This design comes from an exercise in tuning for small area, a short achievable clock period and few clock cycles per item on the open sky130 flow, not from production work.
Only simulation tests tie the RTL to the original design; equivalence was not proved.
Power and IR drop assume default switching activity.

File: flow/flow/run.sh
#!/bin/bash
# the standard layout, with timing repair aimed below the clock period:
# repair works on every path with less than SETUP_SLACK_MARGIN ns of slack
set -euo pipefail
bash standard.sh SETUP_SLACK_MARGIN=6.5 finish > run_standard.log 2>&1
File: flow/standard.sh
#!/bin/bash
# synth_recipe.tcl (not shown) runs the flow's synth.tcl, then flattens the netlist and writes it again
# the make line also repeats each setting of config.mk as NAME=value (left out here)
make -C /OpenROAD-flow-scripts/flow DESIGN_CONFIG=/design/flow/config.mk WORK_HOME=/design/flow/orfs CLKGATE_MAP_FILE= SYNTH_SCRIPT=/design/flow/synth_recipe.tcl "${@:-finish}"
File: flow/design.v
`timescale 1ns / 1ps
package prrts_pkg;
    localparam int MAX_TASKS = 16;
    localparam int IDX_W     = 4;
    localparam int CNT_W     = 5;
    localparam logic [2:0] FN_CREATE = 3'd0;
    localparam logic [2:0] FN_TICK   = 3'd1;
    localparam logic [2:0] FN_DELAY  = 3'd2;
    localparam logic [2:0] FN_SWITCH = 3'd3;
    localparam logic [2:0] FN_START  = 3'd4;
    localparam logic [1:0] RES_OK       = 2'd0;
    localparam logic [1:0] RES_FULL     = 2'd1;
    localparam logic [1:0] RES_NO_TASKS = 2'd2;
    localparam logic [1:0] RES_IGNORED  = 2'd3;
endpackage
`timescale 1ns / 1ps
module prrts_cell (
    input  logic [255:0]      lt,
    input  logic [255:0]      eq,
    input  logic [15:0]       elig,
    input  logic [15:0]       after_cur,   
    output logic [15:0]       win
);
    logic [255:0]      beat;      
    logic              none;
    always_comb
    begin
        beat = '0;
        for (int i = 1; i < 16; i++)
        begin
            for (int j = 0; j < i; j++)
            begin
                logic j_first;
                logic j_beats_i;
                j_first   = after_cur[j] | ~after_cur[i];
                j_beats_i = lt[j*16+i] | (eq[j*16+i] & j_first);
                beat[j*16+i] = elig[j] & j_beats_i;
                beat[i*16+j] = elig[i] & ~j_beats_i;
            end
        end
        none = ~|elig;
        for (int i = 0; i < 16; i++)
        begin
            logic beaten;
            beaten = 1'b0;
            for (int j = 0; j < 16; j++)
                beaten = beaten | beat[j*16+i];
            win[i] = elig[i] & ~beaten;
        end
        win[0] = win[0] | none;
    end
endmodule
`timescale 1ns / 1ps
`timescale 1ns / 1ps
module priority_round_robin_task_scheduler_core (
    input  logic        clk,
    input  logic        rst_n,
    input  logic        in_valid,
    output logic        in_ready,
    input  logic [2:0]  func,
    input  logic [7:0]  priority_req,
    input  logic [31:0] stack_pointer,
    input  logic [31:0] delay_ticks,
    output logic        out_valid,
    input  logic        out_ready,
    output logic [1:0]  status,
    output logic [3:0]  task_index,
    output logic [31:0] task_sp,
    output logic        switch_request
);
    logic              rv_q;
    logic [2:0]        rfn_q;
    logic [7:0]        rprio_q;
    logic [31:0]       rsp_q;
    logic [31:0]       rdly_q;
    logic [4:0]        count_q;
    logic [3:0]        cur_q;
    logic [15:0]       after_q;      
    logic              cur_valid_q;
    logic              running_q;
    logic [15:0]       run_q;
    logic [31:0]       time_q;
    logic [15:0][31:0] sp_q;
    logic [15:0][7:0]  prio_q;
    logic [15:1][31:0] wake_q;
    logic [255:0]      lt_q;         
    logic [255:0]      eq_q;
    logic              ov_q;
    logic [1:0]        st_q;
    logic [3:0]        ix_q;
    logic [31:0]       tsp_q;
    logic              rq_q;
    logic              sk_q;
    logic [1:0]        sk_st_q;
    logic [3:0]        sk_ix_q;
    logic              sk_rq_q;
    logic              sk_sp_q;
    logic        take;
    logic        exec;
    logic        out_free;
    logic        fn_create, fn_tick, fn_delay, fn_switch, fn_start;
    logic        full, empty, dly_ok;
    logic [31:0] time_inc;
    assign in_ready  = !(rv_q && sk_q);
    assign take      = in_valid && in_ready;
    assign exec      = rv_q && !sk_q;
    assign out_free  = !ov_q || out_ready;
    assign fn_create = (rfn_q == prrts_pkg::FN_CREATE);
    assign fn_tick   = (rfn_q == prrts_pkg::FN_TICK);
    assign fn_delay  = (rfn_q == prrts_pkg::FN_DELAY);
    assign fn_switch = (rfn_q == prrts_pkg::FN_SWITCH);
    assign fn_start  = (rfn_q == prrts_pkg::FN_START);
    assign full      = count_q[4];
    assign empty     = (count_q == '0);
    assign dly_ok    = cur_valid_q && (rdly_q != '0);
    assign time_inc  = time_q + 32'd1;
    always_ff @(posedge clk or negedge rst_n)
    begin
        if (!rst_n)
            rv_q <= 1'b0;
        else if (take)
            rv_q <= 1'b1;
        else if (exec)
            rv_q <= 1'b0;
    end
    always_ff @(posedge clk)
    begin
        if (take)
        begin
            rfn_q   <= func;
            rprio_q <= priority_req;
            rsp_q   <= stack_pointer;
            rdly_q  <= delay_ticks;
        end
    end
    logic [15:0] elig;
    logic [15:0] win;
    logic [15:0] cur_oh;
    logic [15:0] sel;
    logic [3:0]  win_idx;
    logic        win_cur;
    logic [31:0] sel_sp;
    always_comb
    begin
        for (int i = 0; i < 16; i++)
        begin
            elig[i]   = run_q[i] && (prio_q[i] != 8'hFF);
            cur_oh[i] = (cur_q == 4'(i));
        end
    end
    prrts_cell u_choice (
        .lt        (lt_q),
        .eq        (eq_q),
        .elig      (elig),
        .after_cur (after_q),
        .win       (win)
    );
    always_comb
    begin
        win_idx = '0;
        for (int i = 0; i < 16; i++)
            if (win[i])
                win_idx = win_idx | 4'(i);
        win_cur = |(win & cur_oh);
        sel     = sk_q ? cur_oh : win;
        sel_sp  = '0;
        for (int i = 0; i < 16; i++)
            sel_sp = sel_sp | ({32{sel[i]}} & sp_q[i]);
        if (!sk_q && cur_valid_q && win_cur)
            sel_sp = rsp_q;
    end
    always_ff @(posedge clk)
    begin
        for (int i = 0; i < 16; i++)
        begin
            if (exec && ((fn_create && (count_q == 5'(i))) ||
                         (fn_switch && cur_valid_q && cur_oh[i])))
                sp_q[i] <= rsp_q;
            if (exec && fn_create && (count_q == 5'(i)))
            begin
                prio_q[i] <= rprio_q;
                for (int j = 0; j < i; j++)
                begin
                    lt_q[j*16+i] <= (prio_q[j] < rprio_q);
                    eq_q[j*16+i] <= (prio_q[j] == rprio_q);
                end
            end
        end
        for (int i = 1; i < 16; i++)
        begin
            if (exec && fn_delay && dly_ok && cur_oh[i])
                wake_q[i] <= time_q + rdly_q;
        end
    end
    always_ff @(posedge clk or negedge rst_n)
    begin
        if (!rst_n)
        begin
            count_q     <= '0;
            cur_q       <= '0;
            after_q     <= 16'hFFFE;
            cur_valid_q <= 1'b0;
            running_q   <= 1'b0;
            run_q       <= '0;
            time_q      <= '0;
        end
        else if (exec)
        begin
            if (fn_create && !full)
            begin
                count_q             <= count_q + 5'd1;
                run_q[count_q[3:0]] <= 1'b1;
            end
            if (fn_tick)
            begin
                time_q <= time_inc;
                for (int i = 1; i < 16; i++)
                begin
                    if ((5'(i) < count_q) && !run_q[i] && (wake_q[i] == time_inc))
                        run_q[i] <= 1'b1;
                end
            end
            if (fn_delay && dly_ok)
                run_q[cur_q] <= 1'b0;
            if (fn_switch && !empty)
            begin
                cur_q          <= win_idx;
                cur_valid_q    <= 1'b1;
                run_q[win_idx] <= 1'b1;
                for (int k = 0; k < 16; k++)
                    after_q[k] <= |(win & ((16'd1 << k) - 16'd1));
            end
            if (fn_start && !empty)
            begin
                running_q   <= 1'b1;
                cur_valid_q <= 1'b0;
            end
        end
    end
    logic [1:0] r_st;
    logic [3:0] r_ix;
    logic       r_rq;
    logic       r_sp;    
    always_comb
    begin
        r_st = prrts_pkg::RES_OK;
        r_ix = '0;
        r_rq = 1'b0;
        r_sp = 1'b0;
        if (fn_create)
        begin
            if (full)
                r_st = prrts_pkg::RES_FULL;
            else
                r_ix = count_q[3:0];
        end
        else if (fn_tick)
        begin
        end
        else if (fn_delay)
        begin
            if (dly_ok)
                r_rq = running_q;
            else
                r_st = prrts_pkg::RES_IGNORED;
        end
        else if (fn_switch)
        begin
            if (empty)
                r_st = prrts_pkg::RES_NO_TASKS;
            else
            begin
                r_ix = win_idx;
                r_sp = 1'b1;
            end
        end
        else if (fn_start)
        begin
            if (empty)
                r_st = prrts_pkg::RES_NO_TASKS;
            else
                r_rq = 1'b1;
        end
        else
            r_st = prrts_pkg::RES_IGNORED;
    end
    always_ff @(posedge clk or negedge rst_n)
    begin
        if (!rst_n)
        begin
            ov_q <= 1'b0;
            sk_q <= 1'b0;
        end
        else
        begin
            if (out_free)
                ov_q <= sk_q || exec;
            sk_q <= !out_free && (sk_q || exec);
        end
    end
    always_ff @(posedge clk)
    begin
        if (out_free && sk_q)
        begin
            st_q  <= sk_st_q;
            ix_q  <= sk_ix_q;
            rq_q  <= sk_rq_q;
            tsp_q <= sk_sp_q ? sel_sp : '0;
        end
        else if (out_free && exec)
        begin
            st_q  <= r_st;
            ix_q  <= r_ix;
            rq_q  <= r_rq;
            tsp_q <= r_sp ? sel_sp : '0;
        end
        if (exec)
        begin
            sk_st_q <= r_st;
            sk_ix_q <= r_ix;
            sk_rq_q <= r_rq;
            sk_sp_q <= r_sp;
        end
    end
    assign out_valid      = ov_q;
    assign status         = st_q;
    assign task_index     = ix_q;
    assign task_sp        = tsp_q;
    assign switch_request = rq_q;
endmodule
File: flow/constraint.sdc
create_clock -name core_clock -period 10.0 [get_ports {clk}]
set_input_delay 2.0000 -clock core_clock [delete_from_list [all_inputs] [get_ports {clk}]]
set_output_delay 2.0000 -clock core_clock [all_outputs]
set_load 0.01 [all_outputs]
File: flow/config.mk
export PLATFORM = sky130hd
export DESIGN_NAME = priority_round_robin_task_scheduler_core
export DESIGN_NICKNAME = priority_round_robin_task_scheduler_core
export VERILOG_FILES = /design/flow/design.v
export SDC_FILE = /design/flow/constraint.sdc
export NUM_CORES = 4
export LEC_CHECK = 0
export CAP_MARGIN = 20
export CORE_MARGIN = 2
export CORE_UTILIZATION = 55
export CTS_BUF_LIST = sky130_fd_sc_hd__clkbuf_8 sky130_fd_sc_hd__clkbuf_16
export CTS_CLUSTER_DIAMETER = 60
export CTS_CLUSTER_SIZE = 24
export SLEW_MARGIN = 20
==> flow_metrics.py, run 1 <==
metrics = {
    "critical_path": {
        "regToRegEndpoint": "run_q[5]$_DFFE_PN0P_",
        "crit_path_end_kind": "register",
        "start_kind": "register",
        "crit_required_ps": 10690,
        "timing_worst_setup_path_type": "reg -> reg",
        "cp_max_fo": 16,
        "arrival_ps": 4500,
        "reg2reg_setup_slack_ps": 6190,
        "r2r-start": "rfn_q[2]$_DFFE_PP_",
        "ff2ff_path_depth": 11,
    },
    "logic_synthesis": {
        "async_flop_share": 0.04939,
        "ys_ff_latch": 1559,
        "yosysWarnings": 2,
        "synth_area_um2": 70500,
        "yosys.area.top_type_share": 0.6313,
        "yosys_most_used_dff": "edfxtp_1",
        "ys_types": 92,
        "synth_edf_count": 1482,
        "ys_seq_area_frac": 0.6589,
        "syn_area_per_cell_um2": 13.87,
        "synthCells": 5082,
        "syn_nets": 5329,
        "synth_top_area_cell": "edfxtp_1",
        "synthTopCellsByArea": "edfxtp_1 (63%), xnor2_1 (4.3%), ha_1 (3.0%)",
    },
    "timing": {
        "slew_headroom": 0.1548,
        "fin_worst_skew_ps": 37.73,
        "fmax_mhz": 262.6,
        "period_needed_ps": 3808,
        "tns_ps": 0,
        "rsz0062_at_grt": "yes",
        "final-setup-viol-count": 0,
        "worst_pin_slew_ps": 1263,
        "hold_violations": 0,
        "fin_crit_sh": 0.3808,
        "slew_violations": 0,
    },
    "clock_network": {
        "cts_sinks": 1559,
        "clk_latency_ps": 800,
        "clockRootBuffer": "clkbuf_16",
        "htree_levels": 4,
        "cts_made_buffers": 132,
        "clock_path_buffers": 3,
        "clkTransAtPathRegs_ps": 80,
        "cts_tree": "yes",
    },
    "placed_design": {
        "dp_hpwl_um": 153600,
        "place_area_um2": 74980,
        "dp_cells": 6785,
        "numPortBuffers": 119,
        "gp_congestion": 1.036,
    },
    "power_and_ir_drop": {
        "finalPower_mw": 17.69,
        "cellLeakagePower_nw": 28.88,
        "power_density_nw_per_um2": 204.1,
        "irDropWorstVdd_mv": 0.1715,
    },
    "die": {
        "die_area_um2": 131100,
        "core_um2": 127400,
        "initial_utilization": 0.5535,
        "die_y_um": 362.0,
        "ioPinCount": 120,
        "fp.dieW_um": 362.0,
        "std_cell_rows": 131,
    },
    "global_route": {
        "grt_max_degree": 56,
        "grt_util_all_layers": 0.3931,
        "antenna_found_initial": 5,
        "grt_pass1_wl_um": 363900,
        "overflow": 0,
        "grt_pass1_vias": 49563,
    },
    "finish": {
        "instances_no_fill": 7347,
        "multi_input_comb_area_um2": 27040,
        "final_cell_area_um2": 86660,
        "drive_gt1_frac": 0.2463,
        "fillers": 8819,
        "area_growth_pct": 22.93,
        "nets": 5822,
        "seq_area_um2": 46560,
    },
    "hold_path": {
        "hold_path_depth": 1,
        "hp-class": "reg -> reg",
        "hp-start": "running_q$_DFFE_PN0P_",
        "holdPathEnd": "running_q$_DFFE_PN0P_",
    },
    "routing": {
        "post-route-drc-count": 0,
        "vias": 51896,
        "drtIter0Drc": 9020,
        "wl_per_cell_um": 36.14,
        "detail-route-antenna-nets": 0,
        "vias_per_cell": 7.064,
        "first_pass_iters": 8,
        "drt_wl_total_um": 265500,
    },
    "outcome": {
        "outcome": "timing/DRC/antenna clean",
    },
    "job": {
        "cap_violations": 0,
    },
}
==> power breakdown <==
group / internal (mW) / switching, mW
combinational: 1.73 / 2.64
clock: 2.75 / 2.69
sequential: 7.49 / 0.387
==> sequential cells by signal, summed over array words and instances (netlist names), 5 cells and up <==
name / count
sp_q: 512
wake_q: 480
prio_q: 128
eq_q: 120
lt_q: 120
rdly_q: 32
rsp_q: 32
time_q: 32
tsp_q: 32
run_q: 16
after_q: 15
rprio_q: 8
count_q: 5
==> metrics by stage <==
step | hold WS, ps | setup slack [ps] | utilization
3_3_place_gp | 473.1 | 4737 | 0.5881
6_report | 482.9 | 6192 | 0.6805
2_1_floorplan | 443.1 | 6396 | -
3_5_place_dp | 466.1 | 4735 | 0.5887
4_1_cts | 487.4 | 6207 | 0.6595
5_1_grt | 533.0 | 6234 | 0.6804
==> cells by family after synthesis <==
kind of cell | Yosys count | synth area share
adders and majority gates | 168 | 0.02992
xor gates and xnor gates | 552 | 0.06968
AOI/OAI and AO/OA | 1285 | 0.1295
DFF | 1559 | 0.6589
muxes | 15 | 0.002272
buffers and inverters | 348 | 0.01979
and+or+nand+nor | 1155 | 0.08992
==> critical path: stages (launching register included) <==
cell and delay [ps]:
edfxtp_1 520, or3b_4 510, nor2_4 180, buf_12 220, nand4_1 200, nor4_4 260
nand3_2 160, nor4_4 620, nand4_1 380, nor4_4 450, a311oi_2 70, o22ai_1 150
==> metal layers <==
metal | track usage | part of all wire
met5 | 0 | 0.00012
met4 | 0.2122 | 0.067
met3 | 0.08904 | 0.12
met2 | 0.6131 | 0.45
met1 | 0.5147 | 0.36
==> how the worst max path moves through the flow <==
stage,start,to,cells past startpoint
6_report,rfn_q[2]$_DFFE_PP_,run_q[5]$_DFFE_PN0P_,11
3_5_place_dp,time_q[7]$_DFFE_PN0P_,run_q[13]$_DFFE_PN0P_,11
4_1_cts,time_q[0]$_DFFE_PN0P_,run_q[15]$_DFFE_PN0P_,13
5_1_grt,time_q[12]$_DFFE_PN0P_,wake_q[63]$_DFFE_PP_,13
2_1_floorplan,sk_q$_DFF_PN0_,sp_q[480]$_DFFE_PP_,8
3_3_place_gp,time_q[7]$_DFFE_PN0P_,run_q[13]$_DFFE_PN0P_,11
==> synthesized netlist by cell type, types with 17 or more instances <==
| cell | instances |
|---|---|
| o2bb2ai_1 | 20 |
| edfxtp_1 | 1482 |
| inv_1 | 81 |
| a221oi_1 | 114 |
| nand2b_1 | 136 |
| o21ai_0 | 154 |
| o21a_1 | 24 |
| nor3_1 | 64 |
| xnor2_1 | 344 |
| nand4_1 | 193 |
| and3_1 | 29 |
| buf_2 | 46 |
| nor2b_1 | 44 |
| o22ai_1 | 91 |
| a22oi_1 | 211 |
| nor2_1 | 180 |
| buf_1 | 17 |
| a211oi_1 | 34 |
| a21o_1 | 59 |
| a22o_1 | 112 |
| nand2_1 | 180 |
| clkbuf_1 | 196 |
| nor4_1 | 104 |
| xor2_1 | 200 |
| a222oi_1 | 53 |
| and4_1 | 23 |
| dfrtp_1 | 62 |
| ha_1 | 167 |
| o2111ai_1 | 24 |
| nand3_1 | 115 |
| a2111oi_0 | 28 |
| a21oi_1 | 238 |
==> cell usage in the layout, fill, tap and decap left out, types with 20 or more instances in the layout <==
| cell | netlist | routed |
|---|---|---|
| edfxtp_1 | 1482 | 1482 |
| buf_4 | 6 | 355 |
| xnor2_1 | 344 | 314 |
| a22oi_1 | 211 | 208 |
| nand4_1 | 193 | 193 |
| xor2_1 | 200 | 193 |
| nand2_1 | 180 | 152 |
| ha_1 | 167 | 151 |
| a21oi_1 | 238 | 144 |
| clkbuf_16 | 0 | 140 |
| nor2_1 | 180 | 132 |
| o21ai_0 | 154 | 123 |
| nand2b_1 | 136 | 116 |
| a22o_1 | 112 | 112 |
| a221oi_1 | 114 | 108 |
| nand3_1 | 115 | 87 |
| inv_1 | 81 | 82 |
| clkdlybuf4s50_1 | 0 | 77 |
| buf_6 | 1 | 72 |
| o22ai_1 | 91 | 68 |
| a21oi_2 | 0 | 58 |
| a21o_1 | 59 | 55 |
| a222oi_1 | 53 | 53 |
| nor2_4 | 0 | 46 |
| buf_12 | 0 | 43 |
| nor4_1 | 104 | 41 |
| nor4_4 | 4 | 40 |
| nor3_1 | 64 | 38 |
| a21oi_4 | 0 | 36 |
| dfrtp_1 | 62 | 33 |
| nor4_2 | 2 | 29 |
| nor2b_1 | 44 | 29 |
| a211oi_1 | 34 | 24 |
| xnor2_2 | 5 | 23 |
| o21ai_1 | 9 | 21 |
| dlygate4sd2_1 | 0 | 21 |
| o2111ai_1 | 24 | 20 |
==> final cells by class <==
type	instances	area share
sequential	1559	0.5373
multi-input combinational	3180	0.3120
timing repair buffer	621	0.07015
clock buffer	139	0.04001
tap	1662	0.02400
clock inverter	101	0.01265
inverter	81	0.003783
antenna	4	0.0001155
==> repair_timing <==
action,CTS,global route
setup endpoints to repair,1225,656
resized for setup,667,354
buffers inserted,194,106
gates cloned,12,6
pin swaps,106,164
hold buffers,0,0
Testbench counts, summed over its fixed seeds: cycles 5,735, items 5,719.
==> run 2, diff against run 1 <==
--- a/flow/config.mk
+++ b/flow/config.mk
@@ -7,8 +7,8 @@
 export LEC_CHECK = 0
 export CAP_MARGIN = 20
 export CORE_MARGIN = 2
-export CORE_UTILIZATION = 55
+export CORE_UTILIZATION = 62
 export CTS_BUF_LIST = sky130_fd_sc_hd__clkbuf_8 sky130_fd_sc_hd__clkbuf_16
-export CTS_CLUSTER_DIAMETER = 60
-export CTS_CLUSTER_SIZE = 24
+export CTS_CLUSTER_DIAMETER = 100
+export CTS_CLUSTER_SIZE = 28
 export SLEW_MARGIN = 20
==> run 2 against run 1 <==
Net effect:
- still clean on timing, DRC and antenna
- register-to-register slack hardly changed
- via count is 0.33% higher
- clock power decreased by about 40%
- design area down 2.9%
- area after synthesis stayed put
- global-route usage grew 3.4 points
- critical path depth shrank 1
- synthesized cell count stayed put
- critical endpoint is now run_q[3]$_DFFE_PN0P_
- largest power group unchanged
==> flow_metrics.py, run 2 <==
metrics = {
    "outcome": {
        "outcome": "timing/DRC/antenna clean",
    },
    "timing": {
        "fmax_mhz": 263.4,
        "worst_hold_slack_ps": 489.6,
        "fin_worst_skew_ps": 33.01,
        "worst_pin_slew_ps": 1240,
        "final-setup-viol-count": 0,
        "slew_violations": 0,
        "hold_violations": 0,
        "fin_crit_sh": 0.3797,
        "tns_ps": 0,
        "rsz0062_at_grt": "yes",
        "period_needed_ps": 3797,
        "slew_headroom": 0.1699,
    },
    "finish": {
        "mostFrequentLayoutCells": "edfxtp_1 (1482), buf_4 (353), xnor2_1 (313)",
        "drive_gt1_frac": 0.2264,
        "top_register": "sp_q",
        "top_regs": "sp_q: 512 flops, wake_q: 480 flops, prio_q: 128 flops",
        "area_growth_pct": 19.31,
        "largest_reg_flops": 512,
        "final_common_cell": "edfxtp_1",
        "nets": 5766,
        "final_cell_area_um2": 84110,
    },
    "logic_synthesis": {
        "async_flop_share": 0.04939,
        "yosysWarnings": 2,
        "synth_area_um2": 70500,
        "syn_nets": 5329,
        "ys_ff_latch": 1559,
        "synth_most_common_cell": "edfxtp_1",
        "synthTopCellsByCount": "edfxtp_1 (1482), xnor2_1 (344), a21oi_1 (238)",
        "synth_edf_count": 1482,
        "ys_seq_area_frac": 0.6589,
        "yosys.area.top_type_share": 0.6313,
        "synthCells": 5082,
        "synth_top_area_cell": "edfxtp_1",
        "syn_area_per_cell_um2": 13.87,
        "ys_types": 92,
        "synthTopCellsByArea": "edfxtp_1 (63%), xnor2_1 (4.3%), ha_1 (3.0%)",
        "yosys_most_used_dff": "edfxtp_1",
    },
    "routing": {
        "post-route-drc-count": 0,
        "drt_wl_total_um": 254300,
        "vias_per_cell": 7.379,
        "wl_per_cell_um": 36.04,
        "drtIter0Drc": 9104,
        "detail-route-antenna-nets": 0,
        "first_pass_iters": 10,
        "vias": 52068,
    },
    "critical_path": {
        "path_cells": "or3b_4 > or4_1 > a311oi_1 > nand4_1 > nor4_4 > nand4_1 > nor4_2 > nand4_1 > a21o_1 > nand3_1",
        "cp_common_cell": "nand4_1",
        "cp_max_fo": 5,
        "setup.worst_path.end": "run_q[3]$_DFFE_PN0P_",
        "start_kind": "register",
        "critPathSlowestCell": "or4_1",
        "crit_start": "rfn_q[1]$_DFFE_PP_",
        "regToRegEndpoint": "run_q[3]$_DFFE_PN0P_",
        "r2r-start": "rfn_q[1]$_DFFE_PP_",
        "slowest_delay_ps": 610,
        "crit_path_end_kind": "register",
        "arrival_ps": 4440,
        "crit_required_ps": 10650,
        "timing_worst_setup_path_type": "reg -> reg",
        "ff2ff_path_depth": 10,
        "reg2reg_setup_slack_ps": 6200,
    },
    "hold_path": {
        "hp-class": "reg -> reg",
    },
    "die": {
        "initial_utilization": 0.6258,
        "ioPinCount": 120,
        "std_cell_rows": 123,
        "core_um2": 112700,
        "fp.dieW_um": 341.2,
        "die_y_um": 341.2,
        "die_area_um2": 116400,
    },
    "power_and_ir_drop": {
        "power_density_nw_per_um2": 183.3,
        "irDropWorstVdd_mv": 0.1523,
        "cellLeakagePower_nw": 27.82,
    },
    "placed_design": {
        "place_area_um2": 74660,
        "gp_congestion": 1.046,
        "dp_hpwl_um": 149300,
        "numPortBuffers": 119,
    },
    "global_route": {
        "overflow": 0,
        "grt_pass1_vias": 49600,
        "grt_max_degree": 61,
        "grt_util_all_layers": 0.4270,
        "antenna_found_initial": 4,
        "grt_pass1_wl_um": 353900,
    },
    "job": {
        "cap_violations": 0,
    },
    "clock_network": {
        "clk_latency_ps": 710,
        "cts_hold_buffers": 0,
        "htree_levels": 3,
        "cts_sinks": 1559,
        "clockRootBuffer": "clkbuf_16",
        "cts_made_buffers": 66,
        "clock_path_buffers": 3,
        "clkTransAtPathRegs_ps": 120,
        "cts_tree": "yes",
    },
}
==> run 2: cell counts after synthesis <==
No cell type changed its count.
==> run 2: how the worst min path moves through the flow <==
stage                                     start                    end  slack (ps)  depth (start not counted)
final                     running_q$_DFFE_PN0P_  running_q$_DFFE_PN0P_         490                          1
after global routing      running_q$_DFFE_PN0P_  running_q$_DFFE_PN0P_         530                          1
after CTS                 running_q$_DFFE_PN0P_  running_q$_DFFE_PN0P_         490                          1
after detailed placement  running_q$_DFFE_PN0P_  running_q$_DFFE_PN0P_         460                          1
after global placement    running_q$_DFFE_PN0P_  running_q$_DFFE_PN0P_         460                          1
after floorplan           running_q$_DFFE_PN0P_  running_q$_DFFE_PN0P_         440                          1
==> run 2: routing by layer <==
layer / track usage / vias up / part of all wire
met3: 0.1037 / 1098 / 0.14
met1: 0.5643 / 25531 / 0.35
met2: 0.6553 / 4481 / 0.44
li1: - / 20950 / -
met5: 0.004902 / - / 0.00066
met4: 0.2375 / 8 / 0.073
==> run 2: area by class of cell <==
cell class                 count  area [um^2]
timing repair buffer         631         6350
sequential                  1559        46540
antenna                        4        10.01
fill                        7085        28540
inverter                      81        321.6
multi-input combinational   3180        27090
clock buffer                  68         1702
clock inverter                33        214.0
tap                         1500         1877
==> run 2: where the power goes <==
part | switching (mW) | internal [mW]
Clock | 2.03 | 1.27
Combinational | 2.60 | 1.70
Sequential | 0.336 | 7.48
==> run 2: timing repair <==
item / in CTS / in global routing
gates cloned: 13 / 4
pin swaps: 116 / 174
setup endpoints to repair: 1449 / 839
setup buffers: 199 / 120
resized for setup: 628 / 323
==> run 2: logic make-up after synthesis <==
family          count (synthesis)  synth area share
compound gates               1285            0.1295
xor+xnor                      552           0.06968
fa+ha+maj                     168           0.02992
buf+inv                       348           0.01979
flops                        1559            0.6589
mux                            15          0.002272
simple gates                 1155           0.08992
==> run 2: metrics by stage <==
step / power, mW / util / std cells / setup slack, ps
6_report: 15.42 / 0.7466 / 7056 / 6203
5_1_grt: 15.74 / 0.7465 / 7052 / 6183
4_1_cts: 14.73 / 0.7219 / 6926 / 6283
3_5_place_dp: 10.83 / 0.6627 / 6613 / 4979
3_3_place_gp: 10.82 / 0.6623 / 6612 / 4903
2_1_floorplan: 9.544 / - / 5082 / 6396
==> run 2: critical path: cells and delay by family (launching register included) <==
family           cells  cell delay, ps
AO/OA/AOI/OAI        2             570
flip-flops           1             540
AND/OR/NAND/NOR      8            2610
==> run 3, diff against run 2 <==
--- a/flow/design.v
+++ b/flow/design.v
@@ -72,14 +72,15 @@
     logic [2:0]        rfn_q;
     logic [7:0]        rprio_q;
     logic [31:0]       rsp_q;
-    logic [31:0]       rdly_q;
+    logic [31:0]       rdm1_q;       
     logic [4:0]        count_q;
     logic [3:0]        cur_q;
     logic [15:0]       after_q;      
     logic              cur_valid_q;
     logic              running_q;
     logic [15:0]       run_q;
-    logic [31:0]       time_q;
+    logic [31:0]       tnext_q;      
+    logic [15:0]       idle_q;       
     logic [15:0][31:0] sp_q;
     logic [15:0][7:0]  prio_q;
     logic [15:1][31:0] wake_q;
@@ -100,7 +101,7 @@
     logic        out_free;
     logic        fn_create, fn_tick, fn_delay, fn_switch, fn_start;
     logic        full, empty, dly_ok;
-    logic [31:0] time_inc;
+    logic [31:0] wake_new;
     assign in_ready  = !(rv_q && sk_q);
     assign take      = in_valid && in_ready;
     assign exec      = rv_q && !sk_q;
@@ -112,25 +113,49 @@
     assign fn_start  = (rfn_q == prrts_pkg::FN_START);
     assign full      = count_q[4];
     assign empty     = (count_q == '0);
-    assign dly_ok    = cur_valid_q && (rdly_q != '0);
-    assign time_inc  = time_q + 32'd1;
+    assign dly_ok    = cur_valid_q && (rdm1_q != '1);
+    function automatic logic [31:0] add32(input logic [31:0] x, input logic [31:0] y);
+        logic [31:0] g, p, gg, pp, ng, np;
+        g  = x & y;
+        p  = x ^ y;
+        gg = g;
+        pp = p;
+        for (int d = 1; d < 32; d = d * 2)
+        begin
+            for (int b = 0; b < 32; b++)
+            begin
+                if (b >= d)
+                begin
+                    ng[b] = gg[b] | (pp[b] & gg[b-d]);
+                    np[b] = pp[b] & pp[b-d];
+                end
+                else
+                begin
+                    ng[b] = gg[b];
+                    np[b] = pp[b];
+                end
+            end
+            gg = ng;
+            pp = np;
+        end
+        add32 = p ^ {gg[30:0], 1'b0};
+    endfunction
+    assign wake_new = add32(tnext_q, rdm1_q);
     always_ff @(posedge clk or negedge rst_n)
     begin
         if (!rst_n)
             rv_q <= 1'b0;
-        else if (take)
-            rv_q <= 1'b1;
-        else if (exec)
-            rv_q <= 1'b0;
+        else if (in_ready)
+            rv_q <= in_valid;
     end
     always_ff @(posedge clk)
     begin
-        if (take)
+        if (in_ready)
         begin
             rfn_q   <= func;
             rprio_q <= priority_req;
             rsp_q   <= stack_pointer;
-            rdly_q  <= delay_ticks;
+            rdm1_q  <= delay_ticks - 32'd1;
         end
     end
     logic [15:0] elig;
@@ -144,7 +169,7 @@
     begin
         for (int i = 0; i < 16; i++)
         begin
-            elig[i]   = run_q[i] && (prio_q[i] != 8'hFF);
+            elig[i]   = run_q[i] && !idle_q[i];
             cur_oh[i] = (cur_q == 4'(i));
         end
     end
@@ -179,6 +204,7 @@
             if (exec && fn_create && (count_q == 5'(i)))
             begin
                 prio_q[i] <= rprio_q;
+                idle_q[i] <= (rprio_q == 8'hFF);
                 for (int j = 0; j < i; j++)
                 begin
                     lt_q[j*16+i] <= (prio_q[j] < rprio_q);
@@ -189,7 +215,7 @@
         for (int i = 1; i < 16; i++)
         begin
             if (exec && fn_delay && dly_ok && cur_oh[i])
-                wake_q[i] <= time_q + rdly_q;
+                wake_q[i] <= wake_new;
         end
     end
     always_ff @(posedge clk or negedge rst_n)
@@ -202,7 +228,7 @@
             cur_valid_q <= 1'b0;
             running_q   <= 1'b0;
             run_q       <= '0;
-            time_q      <= '0;
+            tnext_q     <= 32'd1;
         end
         else if (exec)
         begin
@@ -213,10 +239,10 @@
             end
             if (fn_tick)
             begin
-                time_q <= time_inc;
+                tnext_q <= tnext_q + 32'd1;
                 for (int i = 1; i < 16; i++)
                 begin
-                    if ((5'(i) < count_q) && !run_q[i] && (wake_q[i] == time_inc))
+                    if ((5'(i) < count_q) && !run_q[i] && (wake_q[i] == tnext_q))
                         run_q[i] <= 1'b1;
                 end
             end
--- a/flow/config.mk
+++ b/flow/config.mk
@@ -7,8 +7,8 @@
 export LEC_CHECK = 0
 export CAP_MARGIN = 20
 export CORE_MARGIN = 2
-export CORE_UTILIZATION = 62
+export CORE_UTILIZATION = 55
 export CTS_BUF_LIST = sky130_fd_sc_hd__clkbuf_8 sky130_fd_sc_hd__clkbuf_16
-export CTS_CLUSTER_DIAMETER = 100
-export CTS_CLUSTER_SIZE = 28
+export CTS_CLUSTER_DIAMETER = 60
+export CTS_CLUSTER_SIZE = 24
 export SLEW_MARGIN = 20
==> run 3 against run 2 <==
Net effect:
- sequential share of layout area is 1.9 points higher
- critical path depth is 2 higher
- power is 10% higher
- critical endpoint is now run_q[0]$_DFFE_PN0P_
- utilization is 8.7 points lower
- critical path type unchanged
- non-clock buffer count is 172 lower
- global-route usage is 4.3 points lower
- clock power is 64% higher
- routed wire length is 2.3% lower
- setup slack better by 71 ps
- hold slack worse by 5.8 ps
- design area is 3.0% lower
- register-to-register slack better by 70 ps
==> flow_metrics.py, run 3 <==
metrics = {
    "outcome": {
        "outcome": "timing/DRC/antenna clean",
    },
    "hold_path": {
        "hp-class": "reg -> reg",
    },
    "die": {
        "fp.dieW_um": 357.5,
        "die_y_um": 357.5,
        "core_um2": 123800,
        "ioPinCount": 120,
        "die_area_um2": 127800,
        "std_cell_rows": 129,
        "initial_utilization": 0.5552,
    },
    "finish": {
        "nets": 5332,
        "area_growth_pct": 18.75,
        "seq_area_um2": 46750,
        "finish.utilization": 0.6593,
        "top_register": "sp_q",
        "fillers": 8802,
        "largest_reg_flops": 512,
        "mostFrequentLayoutCells": "edfxtp_1 (1490), xnor2_1 (280), xor2_1 (275)",
        "drive_gt1_frac": 0.1961,
        "top_regs": "sp_q: 512 flops, wake_q: 480 flops",
        "multi_input_comb_area_um2": 23480,
        "final_common_cell": "edfxtp_1",
    },
    "placed_design": {
        "numPortBuffers": 119,
        "dp_hpwl_um": 135500,
        "gp_congestion": 1.038,
    },
    "timing": {
        "fin_crit_sh": 0.3726,
        "worst_pin_slew_ps": 1192,
        "fin_worst_skew_ps": 41.00,
        "tns_ps": 0,
        "slew_headroom": 0.1980,
        "fmax_mhz": 268.4,
        "hold_violations": 0,
        "rsz0062_at_grt": "yes",
        "slew_violations": 0,
        "period_needed_ps": 3726,
        "final-setup-viol-count": 0,
    },
    "critical_path": {
        "crit_start": "after_q[3]$_DFFE_PN1P_",
        "r2r-start": "after_q[3]$_DFFE_PN1P_",
        "path_delay_family": "simple AND/OR/NAND/NOR gates",
        "regToRegEndpoint": "run_q[0]$_DFFE_PN0P_",
        "setup.worst_path.end": "run_q[0]$_DFFE_PN0P_",
        "timing_worst_setup_path_type": "reg -> reg",
        "cp_max_fo": 6,
        "crit_path_end_kind": "register",
        "ff2ff_path_depth": 12,
        "slowest_delay_ps": 640,
        "cp.depth": 12,
        "crit_required_ps": 10710,
        "reg2reg_setup_slack_ps": 6270,
        "cp_num_buf_inv": 1,
        "arrival_ps": 4430,
        "start_kind": "register",
        "path_cells": "nand2b_4 > a21oi_4 > o211ai_1 > nor4b_2 > and2_4 > or4_4 > nor2_4 > inv_2 > ha_4 > or3_4 > o31a_1 > o21ai_1",
        "critPathSlowestCell": "dfstp_4",
    },
    "logic_synthesis": {
        "synth_edf_count": 1490,
        "yosysWarnings": 2,
        "synth_top_area_cell": "edfxtp_1",
        "synth_area_um2": 68730,
        "syn_nets": 4965,
        "synthTopCellsByArea": "edfxtp_1 (65%), xnor2_1 (3.8%), xor2_1 (3.5%)",
        "yosys_most_used_dff": "edfxtp_1",
        "async_flop_share": 0.04914,
        "ys_types": 87,
        "ys_ff_latch": 1567,
        "yosys.area.top_type_share": 0.6510,
        "synthCells": 4717,
        "syn_area_per_cell_um2": 14.57,
        "ys_seq_area_frac": 0.6793,
        "synth_most_common_cell": "edfxtp_1",
        "synthTopCellsByCount": "edfxtp_1 (1490), xnor2_1 (298), xor2_1 (277)",
    },
    "clock_network": {
        "clockRootBuffer": "clkbuf_16",
        "cts_sinks": 1567,
        "cts_hold_buffers": 0,
        "clk_latency_ps": 790,
        "clkTransAtPathRegs_ps": 80,
        "clock_path_buffers": 3,
        "cts_made_buffers": 134,
        "htree_levels": 4,
        "cts_tree": "yes",
    },
    "power_and_ir_drop": {
        "power_density_nw_per_um2": 208.6,
        "irDropWorstVdd_mv": 0.2078,
        "cellLeakagePower_nw": 27.74,
        "finalPower_mw": 17.02,
    },
    "global_route": {
        "overflow": 0,
        "grt_pass1_wl_um": 342200,
        "grt_pass1_vias": 45482,
        "grt_max_degree": 76,
        "grt_util_all_layers": 0.3835,
        "antenna_found_initial": 8,
    },
    "routing": {
        "vias_per_cell": 7.012,
        "maxUsedRoutingLayer": "met5",
        "wl_met3_um": 30830,
        "vias": 47895,
        "wl_per_cell_um": 36.38,
        "post-route-drc-count": 0,
        "detail-route-antenna-nets": 0,
        "met2_wirelength_um": 112700,
        "drtIter0Drc": 8256,
        "first_pass_iters": 9,
        "drt_wl_total_um": 248500,
        "wl_met1_um": 90580,
    },
    "job": {
        "cap_violations": 0,
    },
}
==> run 3: report_power, final <==
group          internal [mW]  switching [mW]  leakage (nW)
clock                   2.78            2.63          2.24
sequential              7.55           0.337          14.3
combinational           1.40            2.33          11.2
total                   11.7            5.29          27.7
==> run 3: cells by family (layout without fill, tap and decap cells) <==
| logic type | after synthesis | after routing | share of synthesized area |
|---|---|---|---|
| buffers and inverters | 298 | 760 | 0.01791 |
| adders and majority gates | 169 | 169 | 0.03087 |
| DFF | 1567 | 1567 | 0.6793 |
| muxes | 9 | 9 | 0.001456 |
| other | 0 | 6 | 0 |
| AOI/OAI and AO/OA | 1054 | 1054 | 0.1132 |
| and+or+nand+nor | 1045 | 1053 | 0.08399 |
| xor gates and xnor gates | 575 | 575 | 0.07327 |
==> run 3: layer usage <==
metal | up-vias | GRT usage
met2 | 3749 | 0.6007
met4 | 4 | 0.1785
met3 | 813 | 0.08366
met1 | 23931 | 0.5153
met5 | - | 0
li1 | 19398 | -
==> run 3: how the worst min path moves through the flow <==
stage,from,endpoint,slack [ps],cells past startpoint
floorplan,running_q$_DFFE_PN0P_,running_q$_DFFE_PN0P_,440,1
global placement,running_q$_DFFE_PN0P_,running_q$_DFFE_PN0P_,450,1
detailed placement,running_q$_DFFE_PN0P_,running_q$_DFFE_PN0P_,470,1
CTS,running_q$_DFFE_PN0P_,running_q$_DFFE_PN0P_,480,1
global route,running_q$_DFFE_PN0P_,running_q$_DFFE_PN0P_,510,1
finish,running_q$_DFFE_PN0P_,running_q$_DFFE_PN0P_,480,1
==> run 3: what timing repair did <==
action                     in CTS  in global routing
gates resized for setup       436                191
setup endpoints to repair    1730                700
gates cloned                   16                  3
pin swaps                      69                 79
buffers inserted              111                 72
==> run 3: per-stage QoR <==
step	hold WS [ps]	area [um^2]	instances	worst slack, ps
2_1_floorplan	435.4	69080	4717	6080
3_3_place_gp	454.6	73090	6383	5185
3_5_place_dp	468.1	73100	6383	5223
4_1_cts	480.0	80150	6749	6221
5_1_grt	508.0	81610	6824	6273
6_report	483.8	81620	6830	6274
==> run 3: final cells by class <==
class | count | share of cell area
antenna | 6 | 0.0001839
clock buffer | 140 | 0.04278
clock inverter | 99 | 0.01243
inverter | 61 | 0.003112
multi-input combinational | 2860 | 0.2876
sequential | 1567 | 0.5728
tap | 1637 | 0.02509
timing repair buffer | 459 | 0.05592
timing repair inverter | 1 | 0.00006131
Testbench counts of run 3, summed over its fixed seeds: cycles 5,735, items 5,719.
==> run 4, diff against run 3 <==
--- a/flow/design.v
+++ b/flow/design.v
@@ -86,6 +86,11 @@
     logic [15:1][31:0] wake_q;
     logic [255:0]      lt_q;         
     logic [255:0]      eq_q;
+    logic              lv_q;
+    logic [1:0]        l_st_q;
+    logic [3:0]        l_ix_q;
+    logic              l_rq_q;
+    logic              l_sp_q;
     logic              ov_q;
     logic [1:0]        st_q;
     logic [3:0]        ix_q;
@@ -95,7 +100,7 @@
     logic [1:0]        sk_st_q;
     logic [3:0]        sk_ix_q;
     logic              sk_rq_q;
-    logic              sk_sp_q;
+    logic [31:0]       sk_tsp_q;
     logic        take;
     logic        exec;
     logic        out_free;
@@ -161,10 +166,9 @@
     logic [15:0] elig;
     logic [15:0] win;
     logic [15:0] cur_oh;
-    logic [15:0] sel;
     logic [3:0]  win_idx;
-    logic        win_cur;
-    logic [31:0] sel_sp;
+    logic [31:0] cur_sp;
+    logic [31:0] l_tsp;
     always_comb
     begin
         for (int i = 0; i < 16; i++)
@@ -186,13 +190,10 @@
         for (int i = 0; i < 16; i++)
             if (win[i])
                 win_idx = win_idx | 4'(i);
-        win_cur = |(win & cur_oh);
-        sel     = sk_q ? cur_oh : win;
-        sel_sp  = '0;
+        cur_sp  = '0;
         for (int i = 0; i < 16; i++)
-            sel_sp = sel_sp | ({32{sel[i]}} & sp_q[i]);
-        if (!sk_q && cur_valid_q && win_cur)
-            sel_sp = rsp_q;
+            cur_sp = cur_sp | ({32{cur_oh[i]}} & sp_q[i]);
+        l_tsp   = l_sp_q ? cur_sp : '0;
     end
     always_ff @(posedge clk)
     begin
@@ -314,38 +315,48 @@
     begin
         if (!rst_n)
         begin
+            lv_q <= 1'b0;
             ov_q <= 1'b0;
             sk_q <= 1'b0;
         end
         else
         begin
+            if (!sk_q)
+                lv_q <= exec;
             if (out_free)
-                ov_q <= sk_q || exec;
-            sk_q <= !out_free && (sk_q || exec);
+                ov_q <= sk_q || lv_q;
+            sk_q <= !out_free && (sk_q || lv_q);
         end
     end
     always_ff @(posedge clk)
     begin
+        if (exec)
+        begin
+            l_st_q <= r_st;
+            l_ix_q <= r_ix;
+            l_rq_q <= r_rq;
+            l_sp_q <= r_sp;
+        end
         if (out_free && sk_q)
         begin
             st_q  <= sk_st_q;
             ix_q  <= sk_ix_q;
             rq_q  <= sk_rq_q;
-            tsp_q <= sk_sp_q ? sel_sp : '0;
+            tsp_q <= sk_tsp_q;
         end
-        else if (out_free && exec)
+        else if (out_free && lv_q)
         begin
-            st_q  <= r_st;
-            ix_q  <= r_ix;
-            rq_q  <= r_rq;
-            tsp_q <= r_sp ? sel_sp : '0;
+            st_q  <= l_st_q;
+            ix_q  <= l_ix_q;
+            rq_q  <= l_rq_q;
+            tsp_q <= l_tsp;
         end
-        if (exec)
+        if (!sk_q && lv_q)
         begin
-            sk_st_q <= r_st;
-            sk_ix_q <= r_ix;
-            sk_rq_q <= r_rq;
-            sk_sp_q <= r_sp;
+            sk_st_q  <= l_st_q;
+            sk_ix_q  <= l_ix_q;
+            sk_rq_q  <= l_rq_q;
+            sk_tsp_q <= l_tsp;
         end
     end
     assign out_valid      = ov_q;
--- a/flow/config.mk
+++ b/flow/config.mk
@@ -7,8 +7,8 @@
 export LEC_CHECK = 0
 export CAP_MARGIN = 20
 export CORE_MARGIN = 2
-export CORE_UTILIZATION = 55
+export CORE_UTILIZATION = 60
 export CTS_BUF_LIST = sky130_fd_sc_hd__clkbuf_8 sky130_fd_sc_hd__clkbuf_16
-export CTS_CLUSTER_DIAMETER = 60
+export CTS_CLUSTER_DIAMETER = 100
 export CTS_CLUSTER_SIZE = 24
 export SLEW_MARGIN = 20
==> run 4 against run 3 <==
Net effect:
- via count decreased by 14%
- die area decreased by 10%
- synthesized cell count decreased by 7.1%
- hold slack got worse by 15 ps
- clock power decreased by 34%
- critical path type unchanged
- maximum frequency decreased by 1.5%
- area after synthesis decreased by 2.3%
- design area decreased by 7.5%
- clock skew decreased by 9.7 ps
- power decreased by 3.1%
==> flow_metrics.py, run 4 <==
metrics = {
    "routing": {
        "first_pass_iters": 6,
        "wl_per_cell_um": 32.54,
        "detail-route-antenna-nets": 0,
        "drt_wl_total_um": 200300,
        "vias_per_cell": 6.657,
        "drtIter0Drc": 5742,
        "post-route-drc-count": 0,
        "vias": 40988,
    },
    "logic_synthesis": {
        "async_flop_share": 0.04854,
        "ys_types": 84,
        "synth_xor_area_frac": 0.07470,
        "yosysWarnings": 2,
        "synth_edf_count": 1529,
        "synth_most_common_cell": "edfxtp_1",
        "syn_nets": 4628,
        "syn_area_per_cell_um2": 15.34,
        "synth_area_um2": 67180,
        "synth_simple_gate_area_share": 0.07435,
        "yosys.area.top_type_share": 0.6834,
        "ys_seq_area_frac": 0.7128,
        "synth_compound_area_frac": 0.08420,
        "synthTopCellsByCount": "edfxtp_1 (1529), xor2_1 (344), xnor2_1 (229)",
        "synth_top_family_by_area": "compound AO/OA/AOI/OAI gates",
        "synthCells": 4380,
        "yosys_most_used_dff": "edfxtp_1",
        "synthAdderAreaFrac": 0.03159,
        "synth_top_area_cell": "edfxtp_1",
        "synth_mux_area_frac": 0.007003,
        "synthTopCellsByArea": "edfxtp_1 (68%), xor2_1 (4.5%), ha_1 (3.1%)",
        "ys_ff_latch": 1607,
    },
    "finish": {
        "finish.utilization": 0.6812,
        "seq_area_um2": 47940,
        "top_register": "sp_q",
        "drive_gt1_frac": 0.1393,
        "nets": 4868,
        "multi_input_comb_area_um2": 19920,
        "top_regs": "sp_q: 512 flops, wake_q: 480 flops",
        "area_growth_pct": 12.37,
        "final_common_cell": "edfxtp_1",
        "largest_reg_flops": 512,
        "mostFrequentLayoutCells": "edfxtp_1 (1529), xor2_1 (339), xnor2_1 (213)",
        "fillers": 7605,
        "instances_no_fill": 6157,
    },
    "timing": {
        "slew_headroom": 0.2015,
        "period_needed_ps": 3784,
        "worst_hold_slack_ps": 468.7,
        "rsz0062_at_grt": "yes",
        "worst_pin_slew_ps": 1198,
        "slew_violations": 0,
        "fin_crit_sh": 0.3784,
        "fin_worst_skew_ps": 31.34,
        "hold_violations": 0,
        "fmax_mhz": 264.3,
        "tns_ps": 0,
        "final-setup-viol-count": 0,
    },
    "die": {
        "fp.dieW_um": 338.6,
        "ioPinCount": 120,
        "die_y_um": 338.6,
        "std_cell_rows": 122,
        "initial_utilization": 0.6062,
        "core_um2": 110800,
        "die_area_um2": 114700,
    },
    "hold_path": {
        "hp-start": "l_ix_q[0]$_DFFE_PP_",
        "holdPathEnd": "sk_ix_q[0]$_DFFE_PP_",
        "hold_path_depth": 0,
        "hp-class": "reg -> reg",
    },
    "global_route": {
        "grt_max_degree": 48,
        "grt_pass1_wl_um": 279600,
        "overflow": 0,
        "grt_util_all_layers": 0.3403,
        "grt_pass1_vias": 39030,
        "antenna_found_initial": 3,
    },
    "critical_path": {
        "crit_required_ps": 10630,
        "regToRegEndpoint": "run_q[11]$_DFFE_PN0P_",
        "cp_max_fo": 8,
        "start_kind": "register",
        "reg2reg_setup_slack_ps": 6220,
        "r2r-start": "after_q[3]$_DFFE_PN1P_",
        "arrival_ps": 4410,
        "ff2ff_path_depth": 13,
        "crit_path_end_kind": "register",
        "timing_worst_setup_path_type": "reg -> reg",
    },
    "power_and_ir_drop": {
        "irDropWorstVdd_mv": 0.1854,
        "cellLeakagePower_nw": 26.21,
        "power_density_nw_per_um2": 218.5,
        "finalPower_mw": 16.50,
    },
    "clock_network": {
        "cts_made_buffers": 77,
        "cts_sinks": 1607,
        "clk_latency_ps": 720,
        "clkTransAtPathRegs_ps": 110,
        "clock_path_buffers": 3,
        "clockRootBuffer": "clkbuf_16",
        "htree_levels": 3,
        "cts_tree": "yes",
        "cts_hold_buffers": 0,
    },
    "job": {
        "cap_violations": 0,
    },
    "placed_design": {
        "dp_hpwl_um": 115000,
        "gp_congestion": 0.9308,
        "numPortBuffers": 119,
        "dp_cells": 5918,
    },
    "outcome": {
        "outcome": "timing/DRC/antenna clean",
    },
}
## run 4: cell count changes in the layout (fill, tap and decap cells not counted), moves of 39 or more
cell       delta
buf_4        -45
clkbuf_16    -59
nand3_1      +44
xnor2_1      -67
edfxtp_1     +39
xor2_1       +64
a222oi_1     -66
nand4_1      -65
## run 4: critical path, cell delays in order, from the launching register on
cell	delay (ps)
dfstp_4	710
buf_4	140
nand2b_1	160
a21oi_4	100
a22o_1	240
or4_4	440
nor4_4	340
nand4b_1	170
or4_4	220
inv_6	60
ha_4	180
or3_4	380
o32a_4	430
o21ai_1	120
## run 4: per-stage QoR
step / instance area, um^2 / setup WS (ps)
2_1_floorplan: 67410 / 5755
3_3_place_gp: 71140 / 5054
3_5_place_dp: 71160 / 4998
4_1_cts: 74430 / 6257
5_1_grt: 75490 / 6198
6_report: 75490 / 6216
## run 4: repair_timing
item | CTS | global route
buffers inserted | 54 | 42
setup endpoints to repair | 552 | 678
pin swaps | 47 | 54
gates cloned | 1 | 10
gates resized for setup | 214 | 128
## run 4: worst max path at each step
stage,start,to,slack (ps),cells after the start
global placement,delay_ticks[7],rdm1_q[29]$_DFFE_PN_,5050,10
global route,after_q[3]$_DFFE_PN1P_,run_q[11]$_DFFE_PN0P_,6200,13
floorplan,delay_ticks[5],rdm1_q[29]$_DFFE_PN_,5750,9
detailed placement,delay_ticks[4],rdm1_q[31]$_DFFE_PN_,5000,10
finish,after_q[3]$_DFFE_PN1P_,run_q[11]$_DFFE_PN0P_,6220,13
CTS,after_q[6]$_DFFE_PN1P_,run_q[12]$_DFFE_PN0P_,6260,14
## run 4: report_power, final
part / switching, mW / internal, mW / total, mW
Clock: 2.08 / 1.46 / 3.55
Sequential: 0.439 / 8.10 / 8.53
Combinational: 2.83 / 1.59 / 4.42
## run 4: area by class of cell
cell class	instances	area share
flip-flops and latches	1607	0.6350
multi-input cells	2517	0.2639
repair buffers	356	0.04346
clock buffers	79	0.02619
well taps	1488	0.02466
clock inverters	47	0.003530
inverters	61	0.003232
diodes	2	0.00006629
## run 4: kinds of logic (layout without fill, tap and decap cells)
| family | Yosys count | count (layout) |
|---|---|---|
| flip-flops | 1607 | 1607 |
| AND/OR/NAND/NOR | 915 | 923 |
| AO/OA/AOI/OAI | 810 | 810 |
| XOR/XNOR | 573 | 573 |
| buffers and inverters | 264 | 543 |
| adder cells (fa/ha/maj) | 169 | 169 |
| multiplexers | 42 | 42 |
| other | 0 | 2 |
## run 4: per-layer routing
metal / wire (um) / part of all wire / GRT usage
met1: 77480 / 0.39 / 0.4759
met2: 95450 / 0.48 / 0.5548
met3: 19040 / 0.095 / 0.04946
met4: 8342 / 0.042 / 0.1134
met5: 23 / 0.00011 / 0
Testbench counts of run 4, summed over its fixed seeds: cycles 5,743, items 5,719.
==> run 5, diff against run 4 <==
--- a/flow/design.v
+++ b/flow/design.v
@@ -75,7 +75,7 @@
     logic [31:0]       rdm1_q;       
     logic [4:0]        count_q;
     logic [3:0]        cur_q;
-    logic [15:0]       after_q;      
+    logic [15:1]       upto_q;       
     logic              cur_valid_q;
     logic              running_q;
     logic [15:0]       run_q;
@@ -181,7 +181,7 @@
         .lt        (lt_q),
         .eq        (eq_q),
         .elig      (elig),
-        .after_cur (after_q),
+        .after_cur ({~upto_q, 1'b0}),
         .win       (win)
     );
     always_comb
@@ -219,13 +219,30 @@
                 wake_q[i] <= wake_new;
         end
     end
+    logic [15:0] run_next;
+    always_comb
+    begin
+        run_next = run_q;
+        if (fn_create && !full)
+            run_next = run_q | (16'd1 << count_q[3:0]);
+        else if (fn_tick)
+        begin
+            for (int i = 1; i < 16; i++)
+                if ((5'(i) < count_q) && (wake_q[i] == tnext_q))
+                    run_next[i] = 1'b1;
+        end
+        else if (fn_delay && dly_ok)
+            run_next = run_q & ~cur_oh;
+        else if (fn_switch && !empty)
+            run_next = run_q | win;
+    end
     always_ff @(posedge clk or negedge rst_n)
     begin
         if (!rst_n)
         begin
             count_q     <= '0;
             cur_q       <= '0;
-            after_q     <= 16'hFFFE;
+            upto_q      <= '0;
             cur_valid_q <= 1'b0;
             running_q   <= 1'b0;
             run_q       <= '0;
@@ -233,29 +250,17 @@
         end
         else if (exec)
         begin
+            run_q <= run_next;
             if (fn_create && !full)
-            begin
-                count_q             <= count_q + 5'd1;
-                run_q[count_q[3:0]] <= 1'b1;
-            end
+                count_q <= count_q + 5'd1;
             if (fn_tick)
-            begin
                 tnext_q <= tnext_q + 32'd1;
-                for (int i = 1; i < 16; i++)
-                begin
-                    if ((5'(i) < count_q) && !run_q[i] && (wake_q[i] == tnext_q))
-                        run_q[i] <= 1'b1;
-                end
-            end
-            if (fn_delay && dly_ok)
-                run_q[cur_q] <= 1'b0;
             if (fn_switch && !empty)
             begin
-                cur_q          <= win_idx;
-                cur_valid_q    <= 1'b1;
-                run_q[win_idx] <= 1'b1;
-                for (int k = 0; k < 16; k++)
-                    after_q[k] <= |(win & ((16'd1 << k) - 16'd1));
+                cur_q       <= win_idx;
+                cur_valid_q <= 1'b1;
+                for (int k = 1; k < 16; k++)
+                    upto_q[k] <= ~|(win & ((16'd1 << k) - 16'd1));
             end
             if (fn_start && !empty)
             begin
==> run 5 against run 4 <==
Net effect:
- still clean
- clock power barely moved
- utilization is 1.1 points lower
- setup slack better by 280 ps
- area after synthesis is 0.62% lower
- register-to-register slack gained 280 ps
- critical path depth rose by 1
- global-route usage is 0.23 points lower
- routed wire length shrank 4.1%
- sequential share of layout area increased by 1.1 points
- critical endpoint is now wake_q[94]$_DFFE_PP_
- largest cell class unchanged
- largest power group unchanged
==> flow_metrics.py, run 5 <==
metrics = {
    "clock_network": {
        "cts_made_buffers": 77,
        "clock_path_buffers": 3,
        "cts_hold_buffers": 0,
        "cts_sinks": 1607,
        "clockRootBuffer": "clkbuf_16",
        "cts_tree": "yes",
        "htree_levels": 3,
        "clk_latency_ps": 700,
        "clkTransAtPathRegs_ps": 100,
    },
    "logic_synthesis": {
        "yosys_most_used_dff": "edfxtp_1",
        "synthTopCellsByCount": "edfxtp_1 (1529), xnor2_1 (306), xor2_1 (257)",
        "synth_most_common_cell": "edfxtp_1",
        "synth_edf_count": 1529,
        "yosysWarnings": 2,
        "synthCells": 4303,
        "synth_area_um2": 66760,
        "synthTopCellsByArea": "edfxtp_1 (69%), xnor2_1 (4.0%), xor2_1 (3.4%)",
        "synth_top_area_cell": "edfxtp_1",
        "yosys.area.top_type_share": 0.6877,
        "async_flop_share": 0.04854,
        "ys_ff_latch": 1607,
        "ys_types": 93,
        "syn_nets": 4542,
        "syn_area_per_cell_um2": 15.52,
        "ys_seq_area_frac": 0.7170,
    },
    "finish": {
        "area_growth_pct": 10.95,
        "top_register": "sp_q",
        "top_regs": "sp_q: 512 flops, wake_q: 480 flops",
        "mostFrequentLayoutCells": "edfxtp_1 (1529), xnor2_1 (289), xor2_1 (251)",
        "drive_gt1_frac": 0.1122,
        "final_cell_area_um2": 74080,
        "fillers": 7836,
        "nets": 4740,
        "largest_reg_flops": 512,
        "final_common_cell": "edfxtp_1",
    },
    "routing": {
        "post-route-drc-count": 0,
        "first_pass_iters": 5,
        "wl_per_cell_um": 31.78,
        "drt_wl_total_um": 192100,
        "vias_per_cell": 6.554,
        "vias": 39619,
        "drtIter0Drc": 5162,
        "detail-route-antenna-nets": 0,
    },
    "global_route": {
        "overflow": 0,
        "grt_max_degree": 54,
        "grt_pass1_wl_um": 272300,
        "grt_pass1_vias": 38011,
        "grtUsageMet1": 0.4743,
        "grt_busiest_layer": "met2",
        "grt_util_all_layers": 0.3380,
        "antenna_found_initial": 9,
        "grt_util_met2": 0.5514,
        "met3_usage": 0.05180,
    },
    "timing": {
        "hold_violations": 0,
        "fin_worst_skew_ps": 27.27,
        "tns_ps": 0,
        "slew_headroom": 0.2142,
        "worst_pin_slew_ps": 1168,
        "rsz0062_at_grt": "yes",
        "fmax_mhz": 285.2,
        "final-setup-viol-count": 0,
        "period_needed_ps": 3507,
        "fin_crit_sh": 0.3507,
        "setup_ws_ps": 6493,
        "slew_violations": 0,
    },
    "critical_path": {
        "reg2reg_setup_slack_ps": 6490,
        "ff2ff_path_depth": 14,
        "setup.worst_path.end": "wake_q[94]$_DFFE_PP_",
        "arrival_ps": 3960,
        "r2r-start": "tnext_q[0]$_DFFE_PN1P_",
        "timing_worst_setup_path_type": "reg -> reg",
        "crit_required_ps": 10450,
        "start_kind": "register",
        "regToRegEndpoint": "wake_q[94]$_DFFE_PP_",
        "cp_max_fo": 15,
        "crit_path_end_kind": "register",
        "crit_start": "tnext_q[0]$_DFFE_PN1P_",
    },
    "placed_design": {
        "post-place-ws_ps": 5263,
        "gp_congestion": 0.9640,
        "numPortBuffers": 119,
        "place_area_um2": 70840,
        "dp_hpwl_um": 115300,
    },
    "power_and_ir_drop": {
        "cellLeakagePower_nw": 25.11,
        "power_density_nw_per_um2": 203.7,
        "irDropWorstVdd_mv": 0.2020,
    },
    "die": {
        "fp.dieW_um": 337.6,
        "core_um2": 110500,
        "die_area_um2": 114000,
        "ioPinCount": 120,
        "die_y_um": 337.6,
        "initial_utilization": 0.6041,
        "std_cell_rows": 122,
    },
    "outcome": {
        "outcome": "timing/DRC/antenna clean",
    },
    "job": {
        "cap_violations": 0,
    },
    "hold_path": {
        "hp-class": "reg -> reg",
    },
}
-- run 5: cell types whose count changed after synthesis, sizes merged, moves of 15 or more --
cell / change
o21ai: +23
a221oi: -20
dfstp: -15
a22o: -15
inv: -16
nor4: -25
xor2: -87
dfrtp: +15
clkbuf: -29
nand4: +36
a22oi: +35
xnor2: +78
and3: -15
-- run 5: worst min-delay path by stage --
stage	start	endpoint	slack (ps)	cells after the start
2_1_floorplan	l_ix_q[0]$_DFFE_PP_	sk_ix_q[0]$_DFFE_PP_	420	0
4_1_cts	running_q$_DFFE_PN0P_	running_q$_DFFE_PN0P_	490	2
6_report	running_q$_DFFE_PN0P_	running_q$_DFFE_PN0P_	490	2
5_1_grt	running_q$_DFFE_PN0P_	running_q$_DFFE_PN0P_	520	2
3_3_place_gp	running_q$_DFFE_PN0P_	running_q$_DFFE_PN0P_	450	2
3_5_place_dp	running_q$_DFFE_PN0P_	running_q$_DFFE_PN0P_	460	2
-- run 5: final cells by class --
| type | instances | area [um^2] | area share |
|---|---|---|---|
| Timing Repair Buffer | 301 | 2784 | 0.03758 |
| Clock inverter | 54 | 254.0 | 0.003429 |
| Clock buffer | 80 | 2002 | 0.02702 |
| Sequential cell | 1607 | 47870 | 0.6463 |
| Inverter | 47 | 177.7 | 0.002398 |
| Antenna cell | 1 | 2.502 | 0.00003378 |
| Multi-Input combinational cell | 2467 | 19120 | 0.2581 |
| Tap cell | 1488 | 1862 | 0.02513 |
-- run 5: kinds of logic after synthesis --
| group | synth area share |
|---|---|
| fa+ha+maj | 0.03010 |
| mux | 0.006897 |
| buf+inv | 0.01496 |
| simple gates | 0.07208 |
| compound gates | 0.08491 |
| xor+xnor | 0.07410 |
| flops | 0.7170 |
-- run 5: routing by layer --
metal  vias to the layer above  wire, um
li1                      17042         -
met1                     20266     76860
met2                      1963     92110
met3                       346     16550
met4                         2      6579
met5                         -        13
-- run 5: repair_timing --
item	in CTS	in global routing
endpoints found under the hold margin	0	0
pin swaps	24	12
setup buffers	29	9
gates cloned	3	1
resized for setup	162	54
endpoints found under the setup margin	846	681
-- run 5: stage by stage --
stage	utilization	cells	hold WS [ps]	total power [mW]
2_1_floorplan	-	4303	422.2	10.09
3_3_place_gp	0.6405	5860	449.2	11.54
3_5_place_dp	0.6410	5862	460.5	11.58
4_1_cts	0.6665	6028	486.2	15.03
5_1_grt	0.6703	6044	520.4	15.56
6_report	0.6703	6045	485.8	15.09
-- run 5: worst max-delay path, cell delays in order (launching register included) --
cell	delay, ps
dfstp_2	560
buf_12	100
ha_2	190
inv_1	60
fa_2	370
nor2b_4	150
o2111ai_4	130
a32o_2	330
a211o_4	360
a2111oi_4	330
buf_4	180
o21ai_4	80
nand3_2	110
o311ai_4	120
buf_12	190
-- run 5: where the power goes --
part           total [mW]  switching [mW]  internal, mW
Sequential           8.52           0.492          8.03
Clock                3.56            2.08          1.47
Combinational        3.02            1.99          1.03
Total                15.1            4.56          10.5
Testbench counts of run 5, summed over its fixed seeds: cycles 5,743, items 5,719.
==> run 6, diff against run 5 <==
--- a/flow/config.mk
+++ b/flow/config.mk
@@ -12,3 +12,4 @@
 export CTS_CLUSTER_DIAMETER = 100
 export CTS_CLUSTER_SIZE = 24
 export SLEW_MARGIN = 20
+export TNS_END_PERCENT = 30
==> run 6 against run 5 <==
Net effect:
- area after synthesis unchanged
- global-route usage about the same
- hold slack worse by 29 ps
- still clean on timing, DRC and antenna
==> flow_metrics.py, run 6 <==
metrics = {
    "routing": {
        "detail-route-antenna-nets": 0,
        "drtIter0Drc": 5256,
        "vias_per_cell": 6.583,
        "first_pass_iters": 6,
        "vias": 39720,
    },
    "clock_network": {
        "clock_path_buffers": 3,
        "cts_hold_buffers": 0,
        "cts_tree": "yes",
        "cts_made_buffers": 77,
        "cts_sinks": 1607,
    },
    "hold_path": {
        "hold_path_depth": 0,
        "holdPathEnd": "sk_st_q[1]$_DFFE_PP_",
        "hp-start": "l_st_q[1]$_SDFFCE_PP0P_",
        "hp-class": "reg -> reg",
    },
    "logic_synthesis": {
        "synthTopCellsByCount": "edfxtp_1 (1529), xnor2_1 (306), xor2_1 (257)",
        "synth_area_um2": 66760,
        "ys_ff_latch": 1607,
        "ys_seq_area_frac": 0.7170,
        "synth_edf_count": 1529,
        "syn_area_per_cell_um2": 15.52,
        "syn_nets": 4542,
        "synth_top_area_cell": "edfxtp_1",
        "synthCells": 4303,
        "yosys.area.top_type_share": 0.6877,
        "synth_most_common_cell": "edfxtp_1",
    },
    "global_route": {
        "grt_pass1_vias": 37975,
        "overflow": 0,
        "grt_util_all_layers": 0.3381,
        "grt_pass1_wl_um": 272200,
    },
    "timing": {
        "final-setup-viol-count": 0,
        "fmax_mhz": 273.3,
        "rsz0062_at_grt": "yes",
        "hold_violations": 0,
        "worst_hold_slack_ps": 457.0,
        "fin_crit_sh": 0.3660,
        "period_needed_ps": 3660,
        "setup_ws_ps": 6340,
        "slew_violations": 0,
        "tns_ps": 0,
        "worst_pin_slew_ps": 1159,
    },
    "power_and_ir_drop": {
        "pwr-share-seq": 0.564,
        "irDropWorstVdd_mv": 0.1864,
        "cellLeakagePower_nw": 25.09,
        "pwr-share-clk": 0.236,
        "intPower_mw": 10.58,
        "power_switching_mw": 4.525,
        "power_density_nw_per_um2": 204.3,
        "swShare": 0.2997,
    },
    "die": {
        "ioPinCount": 120,
        "die_y_um": 337.6,
        "fp.dieW_um": 337.6,
        "initial_utilization": 0.6041,
        "core_um2": 110500,
    },
    "finish": {
        "top_register": "sp_q",
        "largest_reg_flops": 512,
        "final_common_cell": "edfxtp_1",
        "nets": 4737,
        "area_growth_pct": 10.71,
    },
    "outcome": {
        "outcome": "timing/DRC/antenna clean",
    },
    "placed_design": {
        "post-place-ws_ps": 5159,
        "gp_congestion": 0.9601,
        "numPortBuffers": 119,
    },
    "critical_path": {
        "start_kind": "register",
        "r2r-start": "run_q[0]$_DFFE_PN0P_",
        "slowest_delay_ps": 560,
        "arrival_ps": 1660,
        "timing_worst_setup_path_type": "reg -> out",
        "regToRegEndpoint": "l_ix_q[1]$_DFFE_PP_",
        "cp_num_buf_inv": 1,
        "critPathSlowestCell": "clkdlybuf4s50_1",
        "path_cells": "clkdlybuf4s50_1",
    },
}
-- run 6: changes by cell type in the layout (fill, tap and decap cells not counted), moves of 5 or more --
cell / change
buf_4: +8
buf_6: -6
clkdlybuf4s50_1: +25
dlygate4sd2_1: -34
dlymetal6s2s_1: +10
inv_1: -8
nor2_1: +5
nor2_2: -5
-- run 6: worst max-delay path by stage --
| stage | cells after the start | slack (ps) | endpoint | from |
|---|---|---|---|---|
| 2_1_floorplan | 6 | 6010 | rdm1_q[30]$_DFFE_PN_ | delay_ticks[10] |
| 3_3_place_gp | 8 | 5290 | rdm1_q[29]$_DFFE_PN_ | delay_ticks[2] |
| 3_5_place_dp | 8 | 5160 | rdm1_q[29]$_DFFE_PN_ | delay_ticks[2] |
| 4_1_cts | 1 | 6220 | task_index[2] | ix_q[2]$_DFFE_PP_ |
| 5_1_grt | 8 | 6300 | wake_q[222]$_DFFE_PP_ | rdm1_q[31]$_DFFE_PN_ |
| 6_report | 1 | 6340 | task_sp[30] | tsp_q[30]$_DFFE_PP_ |
-- run 6: layout make-up --
cell class	count	area, um^2	share of cell area
diodes	1	2.502	0.00003385
clock buffers	80	2002	0.02708
clock inverters	46	250.2	0.003385
inverters	47	177.7	0.002404
multi-input cells	2467	18950	0.2564
flip-flops and latches	1607	47880	0.6477
well taps	1488	1862	0.02519
repair buffers	298	2794	0.03780
-- run 6: cells by family (layout without fill, tap and decap cells) --
family,after synthesis,in the layout,share of synthesized area
buf+inv,230,471,0.01496
flops,1607,1607,0.7170
other cells,0,1,0
mux,41,41,0.006897
xor+xnor,564,564,0.07410
compound gates,829,829,0.08491
fa+ha+maj,160,160,0.03010
simple gates,872,873,0.07208
-- run 6: power groups by stage --
stage / clock (mW) / sequential (mW) / combinational (mW)
floorplan: 0 / 8.40 / 1.69
finish: 3.56 / 8.52 / 3.02
global route: 3.81 / 8.56 / 3.22
global placement: 0 / 8.67 / 2.87
detailed placement: 0 / 8.68 / 2.91
CTS: 3.59 / 8.51 / 2.99
-- run 6: what timing repair did --
action | in CTS | in global routing
setup endpoints to repair | 881 | 845
gates resized for setup | 104 | 28
cloned | 1 | 0
buffers inserted | 31 | 1
pin swaps | 27 | 2
-- run 6: metal layers --
layer  share of wire  vias up  routed length (um)  global-route usage
met1            0.40    20284               75840              0.4786
met5         0.00028        -                  54                   0
met4           0.033        8                6368              0.1022
met3           0.092      350               17560             0.05570
li1                -    17029                   -                   -
met2            0.48     2049               91640              0.5445
-- run 6: per-stage QoR --
step | utilization | cells
after floorplan | - | 4303
after global placement | 0.6407 | 5863
after detailed placement | 0.6411 | 5866
after CTS | 0.6661 | 6024
after global routing | 0.6688 | 6033
final | 0.6688 | 6034

Check on run 6: ideal ports give 6.340 ns setup slack; a clkbuf_16 on the clock port and buf_2 on the inputs give 6.256 ns; moving port delays by the midpoint clock arrival (0.778 ns) as well gives 5.741 ns.
